Context: an optimization exercise on an open-source flow, tuned for small area, a short achievable clock period and few clock cycles per item. The choices shown serve that exercise and are no tape-out recipe.
Only simulation tests tie the RTL to the original design; equivalence was not proved.
Power and IR drop assume default switching activity.

File: flow/design.v
module ethernet_ipv4_header_classifier (
  input  logic         clk,
  input  logic         rst_n,
  input  logic         in_tvalid,
  output logic         in_tready,
  input  logic [7:0]   in_tdata,    
  input  logic         in_tlast,    
  output logic         out_tvalid,
  input  logic         out_tready,
  output logic [127:0] out_tdata
);
  localparam int unsigned MAX_FRAME_BYTES = 65536;
  localparam int unsigned POS_W           = 17;
  localparam logic [POS_W-1:0] OFS_ETYPE_HI = POS_W'(12);
  localparam logic [POS_W-1:0] OFS_ETYPE_LO = POS_W'(13);
  localparam logic [POS_W-1:0] OFS_VER_IHL  = POS_W'(14);
  localparam logic [POS_W-1:0] OFS_TTL      = POS_W'(22);
  localparam logic [POS_W-1:0] OFS_PROTO    = POS_W'(23);
  localparam logic [POS_W-1:0] OFS_SRC_LO   = POS_W'(26);
  localparam logic [POS_W-1:0] OFS_SRC_HI   = POS_W'(29);
  localparam logic [POS_W-1:0] OFS_DST_LO   = POS_W'(30);
  localparam logic [POS_W-1:0] OFS_DST_HI   = POS_W'(33);
  localparam logic [POS_W-1:0] ETH_HDR_LEN  = POS_W'(14);
  localparam logic [POS_W-1:0] MAX_LEN      = POS_W'(MAX_FRAME_BYTES);
  localparam logic [POS_W-1:0] IP_MIN_HDR   = POS_W'(20);
  localparam logic [POS_W-1:0] TCP_MIN_HDR  = POS_W'(20);
  localparam logic [POS_W-1:0] UDP_MIN_HDR  = POS_W'(8);
  localparam logic [3:0]       IP_VERSION4  = 4'd4;
  localparam logic [15:0] ETYPE_IPV4 = 16'h0800;
  localparam logic [15:0] ETYPE_ARP  = 16'h0806;
  localparam logic [15:0] ETYPE_IPV6 = 16'h86DD;
  localparam logic [7:0]  PROTO_ICMP = 8'd1;
  localparam logic [7:0]  PROTO_TCP  = 8'd6;
  localparam logic [7:0]  PROTO_UDP  = 8'd17;
  localparam logic [2:0] CLS_REJECT  = 3'd0;
  localparam logic [2:0] CLS_TCP     = 3'd1;
  localparam logic [2:0] CLS_UDP     = 3'd2;
  localparam logic [2:0] CLS_ICMP    = 3'd3;
  localparam logic [2:0] CLS_IPV4    = 3'd4;
  localparam logic [2:0] CLS_ARP     = 3'd5;
  localparam logic [2:0] CLS_IPV6    = 3'd6;
  localparam logic [2:0] CLS_OTHER   = 3'd7;
  typedef struct packed {
    logic [POS_W-1:0] frame_length;
    logic [15:0]      destination_port;
    logic [15:0]      source_port;
    logic             ports_valid;
    logic [7:0]       time_to_live;
    logic [31:0]      destination_address;
    logic [31:0]      source_address;
    logic             addresses_valid;
    logic             decoded;
    logic [2:0]       frame_class;
    logic             accepted;
  } result_t;
  logic [POS_W-1:0] pos_r, pos_nxt, cap_pos;
  logic [15:0]      etype_r, etype_nxt, cap_etype;
  logic [7:0]       vihl_r, vihl_nxt, cap_vihl;
  logic [7:0]       proto_r, proto_nxt, cap_proto;
  logic [7:0]       ttl_r, ttl_nxt, cap_ttl;
  logic [31:0]      src_r, src_nxt, cap_src;
  logic [31:0]      dst_r, dst_nxt, cap_dst;
  logic [7:0]       tcpofs_r, tcpofs_nxt, cap_tcpofs;
  logic [15:0]      sport_r, sport_nxt, cap_sport;
  logic [15:0]      dport_r, dport_nxt, cap_dport;
  result_t out_r, skid_r, res;
  logic    out_valid_r, skid_valid_r;
  logic             in_fire, res_fire, out_free;
  logic [5:0]       ip_len_cur;
  logic [POS_W-1:0] tport;
  logic [POS_W-1:0] pay, hl, tl, th;
  logic             ipv4_ok;
  assign in_tready = !skid_valid_r;
  assign in_fire   = in_tvalid && in_tready;
  assign res_fire  = in_fire && in_tlast;
  assign out_free  = !out_valid_r || out_tready;
  assign ip_len_cur = {vihl_r[3:0], 2'b00};
  assign tport      = ETH_HDR_LEN + POS_W'(ip_len_cur);
  always_comb begin
    cap_pos    = pos_r;
    cap_etype  = etype_r;
    cap_vihl   = vihl_r;
    cap_proto  = proto_r;
    cap_ttl    = ttl_r;
    cap_src    = src_r;
    cap_dst    = dst_r;
    cap_tcpofs = tcpofs_r;
    cap_sport  = sport_r;
    cap_dport  = dport_r;
    if (pos_r < MAX_LEN) begin
      cap_pos = pos_r + POS_W'(1);
      if (pos_r == OFS_ETYPE_HI) begin
        cap_etype = {in_tdata, etype_r[7:0]};
      end else if (pos_r == OFS_ETYPE_LO) begin
        cap_etype = {etype_r[15:8], in_tdata};
      end else if (pos_r == OFS_VER_IHL) begin
        cap_vihl = in_tdata;
      end else if (pos_r == OFS_TTL) begin
        cap_ttl = in_tdata;
      end else if (pos_r == OFS_PROTO) begin
        cap_proto = in_tdata;
      end else if (pos_r >= OFS_SRC_LO && pos_r <= OFS_SRC_HI) begin
        cap_src = {src_r[23:0], in_tdata};
      end else if (pos_r >= OFS_DST_LO && pos_r <= OFS_DST_HI) begin
        cap_dst = {dst_r[23:0], in_tdata};
      end
      if (pos_r > OFS_VER_IHL && POS_W'(ip_len_cur) >= IP_MIN_HDR) begin
        if (pos_r == tport) begin
          cap_sport = {in_tdata, sport_r[7:0]};
        end else if (pos_r == tport + POS_W'(1)) begin
          cap_sport = {sport_r[15:8], in_tdata};
        end else if (pos_r == tport + POS_W'(2)) begin
          cap_dport = {in_tdata, dport_r[7:0]};
        end else if (pos_r == tport + POS_W'(3)) begin
          cap_dport = {dport_r[15:8], in_tdata};
        end else if (pos_r == tport + POS_W'(12)) begin
          cap_tcpofs = in_tdata;
        end
      end
    end
  end
  assign pay = cap_pos - ETH_HDR_LEN;
  assign hl  = POS_W'({cap_vihl[3:0], 2'b00});
  assign tl  = pay - hl;
  assign th  = POS_W'({cap_tcpofs[7:4], 2'b00});
  assign ipv4_ok = pay >= IP_MIN_HDR && cap_vihl[7:4] == IP_VERSION4 &&
                   hl >= IP_MIN_HDR && hl <= pay;
  always_comb begin
    res              = '0;
    res.frame_length = cap_pos;
    if (cap_pos >= ETH_HDR_LEN) begin
      if (cap_etype == ETYPE_IPV4) begin
        if (ipv4_ok) begin
          res.decoded             = 1'b1;
          res.addresses_valid     = 1'b1;
          res.source_address      = cap_src;
          res.destination_address = cap_dst;
          res.time_to_live        = cap_ttl;
          if (cap_proto == PROTO_TCP) begin
            res.frame_class = CLS_TCP;
            res.ports_valid = tl >= TCP_MIN_HDR && th >= TCP_MIN_HDR && th <= tl;
          end else if (cap_proto == PROTO_UDP) begin
            res.frame_class = CLS_UDP;
            res.ports_valid = tl >= UDP_MIN_HDR;
          end else if (cap_proto == PROTO_ICMP) begin
            res.frame_class = CLS_ICMP;
          end else begin
            res.frame_class = CLS_IPV4;
          end
          if (res.ports_valid) begin
            res.source_port      = cap_sport;
            res.destination_port = cap_dport;
          end
        end else begin
          res.frame_class = CLS_REJECT;
        end
      end else if (cap_etype == ETYPE_ARP) begin
        res.frame_class = CLS_ARP;
        res.decoded     = 1'b1;
      end else if (cap_etype == ETYPE_IPV6) begin
        res.frame_class = CLS_IPV6;
      end else begin
        res.frame_class = CLS_OTHER;
      end
    end
    res.accepted = res.frame_class != CLS_REJECT;
  end
  always_comb begin
    pos_nxt    = pos_r;
    etype_nxt  = etype_r;
    vihl_nxt   = vihl_r;
    proto_nxt  = proto_r;
    ttl_nxt    = ttl_r;
    src_nxt    = src_r;
    dst_nxt    = dst_r;
    tcpofs_nxt = tcpofs_r;
    sport_nxt  = sport_r;
    dport_nxt  = dport_r;
    if (res_fire) begin
      pos_nxt    = '0;
      etype_nxt  = '0;
      vihl_nxt   = '0;
      proto_nxt  = '0;
      ttl_nxt    = '0;
      src_nxt    = '0;
      dst_nxt    = '0;
      tcpofs_nxt = '0;
      sport_nxt  = '0;
      dport_nxt  = '0;
    end else if (in_fire) begin
      pos_nxt    = cap_pos;
      etype_nxt  = cap_etype;
      vihl_nxt   = cap_vihl;
      proto_nxt  = cap_proto;
      ttl_nxt    = cap_ttl;
      src_nxt    = cap_src;
      dst_nxt    = cap_dst;
      tcpofs_nxt = cap_tcpofs;
      sport_nxt  = cap_sport;
      dport_nxt  = cap_dport;
    end
  end
  always_ff @(posedge clk) begin
    if (!rst_n) begin
      pos_r    <= '0;
      etype_r  <= '0;
      vihl_r   <= '0;
      proto_r  <= '0;
      ttl_r    <= '0;
      src_r    <= '0;
      dst_r    <= '0;
      tcpofs_r <= '0;
      sport_r  <= '0;
      dport_r  <= '0;
    end else begin
      pos_r    <= pos_nxt;
      etype_r  <= etype_nxt;
      vihl_r   <= vihl_nxt;
      proto_r  <= proto_nxt;
      ttl_r    <= ttl_nxt;
      src_r    <= src_nxt;
      dst_r    <= dst_nxt;
      tcpofs_r <= tcpofs_nxt;
      sport_r  <= sport_nxt;
      dport_r  <= dport_nxt;
    end
  end
  always_ff @(posedge clk) begin
    if (!rst_n) begin
      out_valid_r  <= 1'b0;
      skid_valid_r <= 1'b0;
    end else if (out_free) begin
      if (skid_valid_r) begin
        out_valid_r  <= 1'b1;
        skid_valid_r <= 1'b0;
      end else begin
        out_valid_r <= res_fire;
      end
    end else if (res_fire) begin
      skid_valid_r <= 1'b1;
    end
  end
  always_ff @(posedge clk) begin
    if (out_free) begin
      if (skid_valid_r) begin
        out_r <= skid_r;
      end else if (res_fire) begin
        out_r <= res;
      end
    end else if (res_fire) begin
      skid_r <= res;
    end
  end
  assign out_tvalid = out_valid_r;
  assign out_tdata  = out_r;
endmodule
File: flow/run.sh
#!/bin/bash
# synth_recipe.tcl (not shown) runs the flow's synth.tcl, then flattens the netlist and writes it again
# the make line also repeats each setting of config.mk as NAME=value (left out here)
make -C /OpenROAD-flow-scripts/flow DESIGN_CONFIG=/design/flow/config.mk WORK_HOME=/design/flow/orfs CLKGATE_MAP_FILE= SYNTH_SCRIPT=/design/flow/synth_recipe.tcl finish
File: flow/config.mk
export PLATFORM = sky130hd
export DESIGN_NAME = ethernet_ipv4_header_classifier
export DESIGN_NICKNAME = ethernet_ipv4_header_classifier
export VERILOG_FILES = /design/flow/design.v
export SDC_FILE = /design/flow/constraint.sdc
export NUM_CORES = 4
export LEC_CHECK = 0
export CAP_MARGIN = 20
export CORE_MARGIN = 2
export CORE_UTILIZATION = 40
export SLEW_MARGIN = 20
File: flow/constraint.sdc
create_clock -name core_clock -period 5.5 [get_ports {clk}]
set_input_delay 1.1000 -clock core_clock [delete_from_list [all_inputs] [get_ports {clk}]]
set_output_delay 1.1000 -clock core_clock [all_outputs]
set_load 0.01 [all_outputs]
==> notes.md <==
-- cell families (layout without fill, tap and decap cells) --
family / Yosys count / after routing / synth area share
simple gates: 737 / 737 / 0.166
mux: 169 / 169 / 0.0867
compound gates: 330 / 330 / 0.128
flops: 415 / 415 / 0.546
fa+ha+maj: 19 / 19 / 0.0123
buf+inv: 167 / 298 / 0.0403
xor+xnor: 44 / 44 / 0.0208
-- worst max path at each step --
stage                   start        end  slack (ns)  depth (start not counted)
floorplan           in_tvalid  skid_r[0]        0.19                          4
global placement    pos_r[11]  out_r[80]        0.44                         18
CTS                 pos_r[11]  out_r[80]        0.33                         18
detailed placement  pos_r[11]  out_r[80]        0.36                         18
global route        pos_r[11]  out_r[80]        0.03                         18
finish              pos_r[11]  out_r[80]        0.34                         18
-- worst max-delay path: stages (launching register included) --
cell       delay [ns]
dfxtp_1          0.45
or4_4            0.62
or3_4            0.39
nor3_1           0.19
buf_4            0.23
mux2i_2          0.29
ha_1             0.28
a21o_1           0.16
a21oi_1          0.24
xnor2_1          0.15
ha_1             0.32
nand2_1          0.08
a21oi_1          0.20
nand2_1          0.08
o211a_1          0.21
o311a_2          0.38
o2111ai_4        0.24
buf_12           0.25
o21ai_0          0.11
-- layer usage --
layer,global-route usage,vias to the layer above
met2,0.305,344
met3,0.0359,81
met4,0.0495,0
met5,0,-
li1,-,6888
met1,0.258,6631
-- metrics by stage --
stage,hold slack [ns],cells,cell area [um^2]
3_3_place_gp,0.436,2592,21900
6_report,0.451,2676,23400
4_1_cts,0.452,2676,23400
3_5_place_dp,0.446,2592,22000
5_1_grt,0.470,2676,23400
2_1_floorplan,0.427,1881,19900
-- cell usage in the layout (no fill, tap or decap), types with 7 or more instances in the layout --
cell / synthesis / layout
a211oi_1: 8 / 8
a21oi_1: 123 / 123
a31oi_1: 9 / 9
and2_1: 9 / 9
and3_1: 10 / 10
buf_12: 0 / 7
buf_4: 6 / 36
clkbuf_1: 81 / 14
clkbuf_16: 0 / 45
clkbuf_8: 0 / 11
clkdlybuf4s50_1: 0 / 142
dfxtp_1: 159 / 157
edfxtp_1: 256 / 256
ha_1: 18 / 18
inv_1: 23 / 23
mux2_2: 23 / 23
mux2i_1: 145 / 144
nand2_1: 357 / 356
nand3_1: 18 / 18
nand4_1: 13 / 13
nor2_1: 205 / 201
nor2b_1: 15 / 14
nor3_1: 27 / 27
nor4_1: 13 / 13
o21ai_0: 31 / 31
o21ai_1: 11 / 11
o21ai_2: 20 / 20
o31ai_1: 10 / 10
o31ai_2: 66 / 66
or3_1: 15 / 14
xnor2_1: 28 / 28
xor2_1: 13 / 13
-- what timing repair did --
action | CTS | global route
hold endpoints to repair | 0 | 0
endpoints found under the setup margin | 0 | 14
resized for setup | 0 | 2
-- power groups by stage --
stage	Combinational [mW]	Sequential [mW]	Clock [mW]
floorplan	0.165	3.45	0
global placement	0.347	3.43	0
detailed placement	0.350	3.44	0
CTS	0.351	3.37	3.09
global route	0.377	3.37	3.22
finish	0.347	3.37	3.01
-- layout make-up --
type / count / area [um^2] / share of cell area
clock buffers: 70 / 1330 / 0.0567
clock inverters: 14 / 155 / 0.00662
inverters: 29 / 109 / 0.00464
multi-input cells: 1299 / 8310 / 0.355
flip-flops and latches: 415 / 10900 / 0.464
well taps: 664 / 831 / 0.0354
repair buffers: 185 / 1830 / 0.0781
-- flip-flops by register name, summed over array words and instances (netlist names) --
register,cells
out_valid_r,1
skid_r,128
proto_r,8
src_r,32
pos_r,17
ttl_r,8
vihl_r,8
dst_r,32
etype_r,16
tcpofs_r,4
sport_r,16
out_r,128
dport_r,16
skid_valid_r,1
==> results.json <==
{
  "status": "complete, no violations",
  "p_total_mw": 6.72,
  "grt_max_degree": 89,
  "pre_cts_ws_ns": 0.356,
  "sw_frac_of_total": 0.220,
  "cp_max_fo": 32,
  "setup_viol": 0,
  "fin_skew_ns": 0.0162,
  "drive_gt1_frac": 0.134,
  "initial_core_util": 0.406,
  "drtAntennaViolNets": 0,
  "hold_buffers": 0,
  "switching_power_mw": 1.48,
  "dr_wl_met3_mm": 2.60,
  "clk_latency_ns": 0.58,
  "clk_pin_slew_ns": 0.06,
  "hold_path_end": "dst_r[24]",
  "fillers": 4589,
  "io_buffers": 142,
  "wirelength_mm": 48.5,
  "avgSynthCellArea_um2": 10.6,
  "ys_seq_elements": 415,
  "fin_nets": 2007,
  "overflow": 0,
  "yosysTopAreaCell": "edfxtp_1",
  "post-cts-setup-buffers": 0,
  "die-width_um": 227,
  "synth.top_cell.area_share": 0.386,
  "worstHoldStart": "dst_r[24]",
  "critPathKind": "reg -> reg",
  "synth_common_cells": "nand2_1 (357), edfxtp_1 (256), nor2_1 (205)",
  "synthFlopType": "edfxtp_1",
  "diodes": 0,
  "hold_path_class": "reg -> reg",
  "grt_pass1_vias": 13530,
  "maxCapViolations": 0,
  "power.share.clock": 0.448,
  "worst_pin_slew_ns": 1.12,
  "synth_most_common_cell": "nand2_1",
  "grt_usage": 0.188,
  "fp-row-count": 81,
  "cp-end-kind": "flip-flop",
  "relSlewSlack": 0.250,
  "final-max-slew-violation-count": 0,
  "finalWorstSetupSlack_ns": 0.336,
  "cts-root-buf": "clkbuf_16",
  "cts_sinks": 415,
  "crit_path_start_kind": "flip-flop",
  "fmax_mhz": 194,
  "place.gp.congestion": 0.888,
  "cts_made_buffers": 45,
  "yosysWarnings": 1,
  "hold_depth": 2,
  "cts.path.max_buffers": 3,
  "firstDrtPassIters": 5,
  "synth.yosys.seq_area_share": 0.546,
  "p_comb_frac": 0.052,
  "num_io_pins": 143,
  "peakVddDrop_mv": 0.204,
  "seqPwrFrac": 0.501,
  "ys_top_cells_by_area": "edfxtp_1 (39%), dfxtp_1 (16%), mux2i_1 (7.3%)",
  "cts_tree": "done",
  "yosysUniqueCellTypes": 89,
  "critPathArrivalTime_ns": 5.48,
  "rr_worst_depth": 18,
  "htreeDepth": 2,
  "drt_iter0_markers": 1077,
  "final.period_utilization": 0.939,
  "top_layer": "met4",
  "rsz0062_at_grt": "no",
  "min_period_ns": 5.16,
  "routed_via_density": 5.21,
  "core_area_um2": 49100,
  "p_leak_nw": 8.02,
  "r2r-start": "pos_r[11]",
  "dr_wl_met2_mm": 22.7,
  "place_hpwl_mm": 31.8,
  "mappedNetlistNets": 1913,
  "r2r_slack_ns": 0.34,
  "synth_edf_count": 256,
  "postLayoutCoreUtil": 0.478,
  "num_vias": 13944,
  "areaGrowthSynthToFinish_pct": 17.8,
  "netlist_instances": 1881,
  "wl_per_cell_um": 18.1,
  "route.detailed.drc": 0,
  "finalHoldViolCount": 0,
  "die_h_um": 227,
  "crit_required_ns": 5.81,
  "power_density_nw_per_um2": 287,
  "ys_async_sr_fraction": 0,
  "antenna_found_initial": 0,
  "r2r-end": "out_r[80]",
  "synthesis.area_um2": 19900,
  "grt_pass1_wl_mm": 76.1,
  "p_int_mw": 5.25,
  "met1_length_mm": 22.1,
  "setup_tns_ns": 0,
  "die-area_um2": 51600
}
Testbench counts, summed over its fixed seeds: cycles 308,694, bytes 308,670.

-- separate check: timing with driven ports --
The results above use ideal ports. As a check the final layout listed here was re-extracted and re-timed, cells and wires unchanged.
Step 1 assumes that a clkbuf_16 drives the clock port and a buf_2 every other input.
Step 2 also shifts input and output timing later by t, the mid clock arrival at the registers, as if the neighbouring blocks saw the same clock.
Slacks: ideal ports / drivers / drivers and shift; pairs: ideal ports / drivers.
shift t [ns]: 0.630
slack for setup (ns): 0.336 / 0.336 / 0.336
worst hold slack (ns): 0.451 / 0.451 / 0.451
clock arrival spread, ns: 0.016 / 0.016
After both steps setup and hold are still met in this run. For this run, drivers alone change the setup slack by 0.000 ns; drivers and shift together by 0.000 ns.
